Source: an optimization exercise on an open RTL-to-GDS flow (aim: small area and a short achievable clock period). Production flows keep margins and buffers that such runs may drop. The RTL was checked by simulation tests, not by an equivalence proof against the original design.

Setup of lane 1:
// cmvCaptureTop
module cmvCaptureTop #(
    parameter int frameRows = 480
) (
    input  logic                   clk,
    input  logic                   rstN,
    input  logic                   spiStart,
    input  logic [15:0]            spiCmd,    
    output logic                   spiBusy,
    output logic                   spiDone,
    output logic [8-1:0] readData,
    input  logic                   spiMiso,
    output logic                   sysResN,
    output logic                   spiEn,
    output logic                   spiSck,
    output logic                   spiMosi,
    output logic                   frameReq,
    input  logic [10:0]            sensorIn,  
    input  logic                   frameStart,
    output logic                   frameBusy,
    output logic                   frameDone,
    input  logic                   pixelRd,
    output logic [8-1:0] pixelData,
    output logic                   pixelAvail,
    output logic                   almostFull,
    output logic                   overflow
);
    logic              streamEn;
    logic              frameBusyRose;
    logic              rowDone;
    cmvPkg::pixelBeatT pixelBeat;
    spiRegPort i_spi (
        .clk(clk), .rstN(rstN),
        .spiStart(spiStart), .spiCmd(spiCmd), .spiMiso(spiMiso),
        .spiBusy(spiBusy), .spiDone(spiDone), .readData(readData),
        .sysResN(sysResN), .spiEn(spiEn), .spiSck(spiSck), .spiMosi(spiMosi)
    );
    frameSequencer #(.frameRows(frameRows)) i_seq (
        .clk(clk), .rstN(rstN),
        .frameStart(frameStart), .rowDone(rowDone),
        .frameBusy(frameBusy), .frameReq(frameReq),
        .streamEn(streamEn), .frameDone(frameDone),
        .frameBusyRose(frameBusyRose)
    );
    rowCropper i_crop (
        .clk(clk), .rstN(rstN),
        .streamEn(streamEn), .sensorIn(sensorIn),
        .pixelBeat(pixelBeat), .rowDone(rowDone)
    );
    pixelFifo i_fifo (
        .clk(clk), .rstN(rstN),
  ...
==> module pixelFifo, before the edit <==
module pixelFifo (
    input  logic                   clk,
    input  logic                   rstN,
    input  cmvPkg::pixelBeatT      pixelBeat,
    input  logic                   pixelRd,
    input  logic                   clearOverflow,  
    output logic [8-1:0] pixelData,
    output logic                   pixelAvail,
    output logic                   almostFull,
    output logic                   overflow
);
    localparam int AW = $clog2(256);
    localparam int DW = 8;
    localparam int NB = 4;                
    localparam int SW = AW - 2;           
    localparam int QN = 2;                
    logic [1:0]    wrBank;      
    logic [1:0]    fetchBank;   
    logic [SW-1:0] headIdx [NB];
    logic [AW:0]   pending;     
    logic          lastWrote;   
    logic [DW-1:0] lastData;    
    logic [AW:0]   fillCount;   
    logic          full;
    logic          avail;       
    logic          empty;       
    logic          availNext;
    logic [DW-1:0] bankHead [NB];
    logic [DW-1:0] outQ [QN];
    logic [1:0]    qCnt;
    logic          wrEn;
    logic          rdEn;
    logic          pendZero;
    logic          fetchOk;
    logic          fresh;
    logic          qRoom;
    logic          issue;
    logic          takeW;
    logic          app;
    logic [DW-1:0] appData;
    logic [DW-1:0] keepQ [QN];
    logic [DW-1:0] popQ [QN];
    assign wrEn     = pixelBeat.valid && !full;  
    assign rdEn     = pixelRd && !empty;         
    assign availNext = (wrEn && !rdEn) ? 1'b1 :
                       (rdEn && !wrEn) ? (fillCount != (AW+1)'(1)) : !empty;
    assign pendZero = (pending == '0);
    assign fetchOk  = !pendZero;
    assign fresh    = (pending == (AW+1)'(1)) && lastWrote;
    assign qRoom    = (qCnt != 2'(QN));
    assign issue    = fetchOk && qRoom;
    assign takeW    = wrEn && pendZero && qRoom;  
    assign app      = issue || takeW;
    assign appData  = !issue ? pixelBeat.data : fresh ? lastData : bankHead[fetchBank];
    for (genvar b = 0; b < NB; b++) begin : g_bank
        logic [DW-1:0] line [1 << SW];  
        logic          push;
        logic          take;
        assign push = wrEn && (wrBank == 2'(b));
        assign take = app && (fetchBank == 2'(b));
        always_ff @(posedge clk) begin
            if (push) begin
                line[0] <= pixelBeat.data;
                for (int i = 1; i < (1 << SW); i++) line[i] <= line[i - 1];
            end
            bankHead[b] <= line[headIdx[b]];
        end
        always_ff @(posedge clk or negedge rstN) begin
            if (!rstN) begin
                headIdx[b] <= '1;
            end else if (push != take) begin
                headIdx[b] <= push ? headIdx[b] + 1'b1 : headIdx[b] - 1'b1;
            end
        end
    end
    always_comb begin
        for (int i = 0; i < QN; i++) begin
            keepQ[i] = (i < int'(qCnt)) ? outQ[i] : appData;
            popQ[i]  = (i + 1 < int'(qCnt)) ? outQ[(i + 1) % QN] : appData;
        end
    end
    always_ff @(posedge clk) begin
        for (int i = 0; i < QN; i++) outQ[i] <= rdEn ? popQ[i] : keepQ[i];
        lastData <= pixelBeat.data;
    end
    always_ff @(posedge clk or negedge rstN) begin
        if (!rstN) begin
            wrBank     <= '0;
            fetchBank  <= '0;
            pending    <= '0;
            lastWrote  <= 1'b0;
            qCnt       <= '0;
            fillCount  <= '0;
            full       <= 1'b0;
            avail      <= 1'b0;
            empty      <= 1'b1;
            almostFull <= 1'b0;
            overflow   <= 1'b0;
        end else begin
            if (wrEn) wrBank <= wrBank + 1'b1;
            if (app) fetchBank <= fetchBank + 1'b1;
            pending   <= pending + (AW+1)'(wrEn) - (AW+1)'(app);
            lastWrote <= wrEn && !takeW;
            qCnt      <= qCnt + 2'(app) - 2'(rdEn);
            avail     <= availNext;
            empty     <= !availNext;
            if (wrEn && !rdEn) begin
                fillCount <= fillCount + 1'b1;
                full      <= (fillCount == (AW+1)'(256 - 1));
                if (fillCount == (AW+1)'(224 - 1)) almostFull <= 1'b1;
            end else if (rdEn && !wrEn) begin
                fillCount <= fillCount - 1'b1;
                full      <= 1'b0;
                if (fillCount == (AW+1)'(224)) almostFull <= 1'b0;
            end
            if (pixelBeat.valid && full) begin
                overflow <= 1'b1;  
            end else if (clearOverflow) begin
                overflow <= 1'b0;
            end
        end
    end
    assign pixelData  = outQ[0];
    assign pixelAvail = avail;
endmodule
Settings: LEC_CHECK=0, CAP_MARGIN=20, CORE_MARGIN=2, CORE_UTILIZATION=40, SLEW_MARGIN=20, SYNTH_MEMORY_MAX_BITS=4096; clock period 10.0 ns.
standard.sh (not shown) runs the stock make flow with config.mk's settings and CLKGATE_MAP_FILE= SYNTH_SCRIPT=/design/flow/synth_recipe.tcl, a recipe that flattens the netlist after the stock synthesis.
==> flow/flow/run.sh <==
#!/bin/bash
# The standard layout (standard.sh: standard synthesis through finish)
# with two changes to how the layout is made:
#  - the ports are buffered with a plain buf_2 rather than the delay buffer
#    buffer_ports picks by default (every port still gets its own buffer);
#  - ORFS's timing repair aims for a larger setup margin, so that it works
#    on the paths that set the achieved period. The clock period and the
#    constraints are the design's.
set -euo pipefail
export BUFFER_PORTS_ARGS="-buffer_cell sky130_fd_sc_hd__buf_2"
bash standard.sh "BUFFER_PORTS_ARGS=$BUFFER_PORTS_ARGS" SETUP_SLACK_MARGIN=6.5 finish > standard_sh.log 2>&1
Setup changes, lane 1 to lane 2
--- a/flow/design.v
+++ b/flow/design.v
@@ -215,13 +215,13 @@
     localparam int AW = $clog2(256);
     localparam int DW = 8;
     localparam int NB = 4;                
     localparam int SW = AW - 2;           
     localparam int QN = 2;                
-    logic [1:0]    wrBank;      
+    logic [AW-1:0] wrPtr;       
     logic [1:0]    fetchBank;   
-    logic [SW-1:0] headIdx [NB];
+    logic [SW-1:0] rdSlot [NB];
     logic [AW:0]   pending;     
     logic          lastWrote;   
     logic [DW-1:0] lastData;    
     logic [AW:0]   fillCount;   
     logic          full;
@@ -254,27 +254,20 @@
     assign issue    = fetchOk && qRoom;
     assign takeW    = wrEn && pendZero && qRoom;  
     assign app      = issue || takeW;
     assign appData  = !issue ? pixelBeat.data : fresh ? lastData : bankHead[fetchBank];
     for (genvar b = 0; b < NB; b++) begin : g_bank
-        logic [DW-1:0] line [1 << SW];  
-        logic          push;
-        logic          take;
-        assign push = wrEn && (wrBank == 2'(b));
-        assign take = app && (fetchBank == 2'(b));
+        logic [DW-1:0] mem [1 << SW];
         always_ff @(posedge clk) begin
-            if (push) begin
-                line[0] <= pixelBeat.data;
-                for (int i = 1; i < (1 << SW); i++) line[i] <= line[i - 1];
-            end
-            bankHead[b] <= line[headIdx[b]];
+            if (wrEn && wrPtr[1:0] == 2'(b)) mem[wrPtr[AW-1:2]] <= pixelBeat.data;
+            bankHead[b] <= mem[rdSlot[b]];
         end
         always_ff @(posedge clk or negedge rstN) begin
             if (!rstN) begin
-                headIdx[b] <= '1;
-            end else if (push != take) begin
-                headIdx[b] <= push ? headIdx[b] + 1'b1 : headIdx[b] - 1'b1;
+                rdSlot[b] <= '0;
+            end else if (app && fetchBank == 2'(b)) begin
+                rdSlot[b] <= rdSlot[b] + 1'b1;
             end
         end
     end
     always_comb begin
         for (int i = 0; i < QN; i++) begin
@@ -286,11 +279,11 @@
         for (int i = 0; i < QN; i++) outQ[i] <= rdEn ? popQ[i] : keepQ[i];
         lastData <= pixelBeat.data;
     end
     always_ff @(posedge clk or negedge rstN) begin
         if (!rstN) begin
-            wrBank     <= '0;
+            wrPtr      <= '0;
             fetchBank  <= '0;
             pending    <= '0;
             lastWrote  <= 1'b0;
             qCnt       <= '0;
             fillCount  <= '0;
@@ -298,11 +291,11 @@
             avail      <= 1'b0;
             empty      <= 1'b1;
             almostFull <= 1'b0;
             overflow   <= 1'b0;
         end else begin
-            if (wrEn) wrBank <= wrBank + 1'b1;
+            if (wrEn) wrPtr <= wrPtr + 1'b1;  
             if (app) fetchBank <= fetchBank + 1'b1;
             pending   <= pending + (AW+1)'(wrEn) - (AW+1)'(app);
             lastWrote <= wrEn && !takeW;
             qCnt      <= qCnt + 2'(app) - 2'(rdEn);
             avail     <= availNext;
### Flow results
- Between lane 2 and lane 1, met3 routing resource usage after global routing is higher for lane 1, lane 2 comes in under that.
- Number of vias per cell after detailed routing (lane 1 / lane 2): 1.11
- Run comparison: lane 2 combinational family with the most area after synthesis multiplexers; lane 1 combinational family with the most area after synthesis compound AO/OA/AOI/OAI gates
- Relative to lane 1, synthesized cell count has gone down in lane 2.
- Lower first-pass GRT wire length goes to lane 2 over lane 1.
- Number of buffers outside the clock class in the layout (higher): lane 1
- Looking at routed length on met2, lane 2 sits 16,000 um below lane 1.
- For lane 2, the source of the critical timing path was i_fifo.wrPtr[3], unlike lane 1, where it was i_fifo.headIdx[3][1].

## re-timing with driven ports
The flow's constraints put no driver on any port. The routed layouts listed below were extracted and timed again, unchanged, in two steps.
Step 1: set_driving_cell puts a clkbuf_16 on clk and a buf_2 on each other input, an assumption about the parent block.
Step 2 also shifts input and output timing later by t, the mid clock arrival at the registers, as if the neighbouring blocks saw the same clock.
Slacks: no drivers / after step 1 / after step 2; pairs: no drivers / after step 1.
run | t (ns) | slack for setup (ns) | hold WS [ns] | clock arrival spread, ns | cell pins on the clock port's net
lane 1 | 0.928 | 6.440 / 6.440 / 5.849 | 0.432 / 0.432 / 0.432 | 0.056 / 0.056 | 1
lane 2 | 0.933 | 6.500 / 6.477 / 6.115 | 0.450 / 0.450 / 0.450 | 0.071 / 0.072 | 1
After both steps every run listed still meets setup and hold. For lane 1, which loses most, drivers alone change the setup slack by 0.000 ns; drivers and shift together by -0.591 ns.
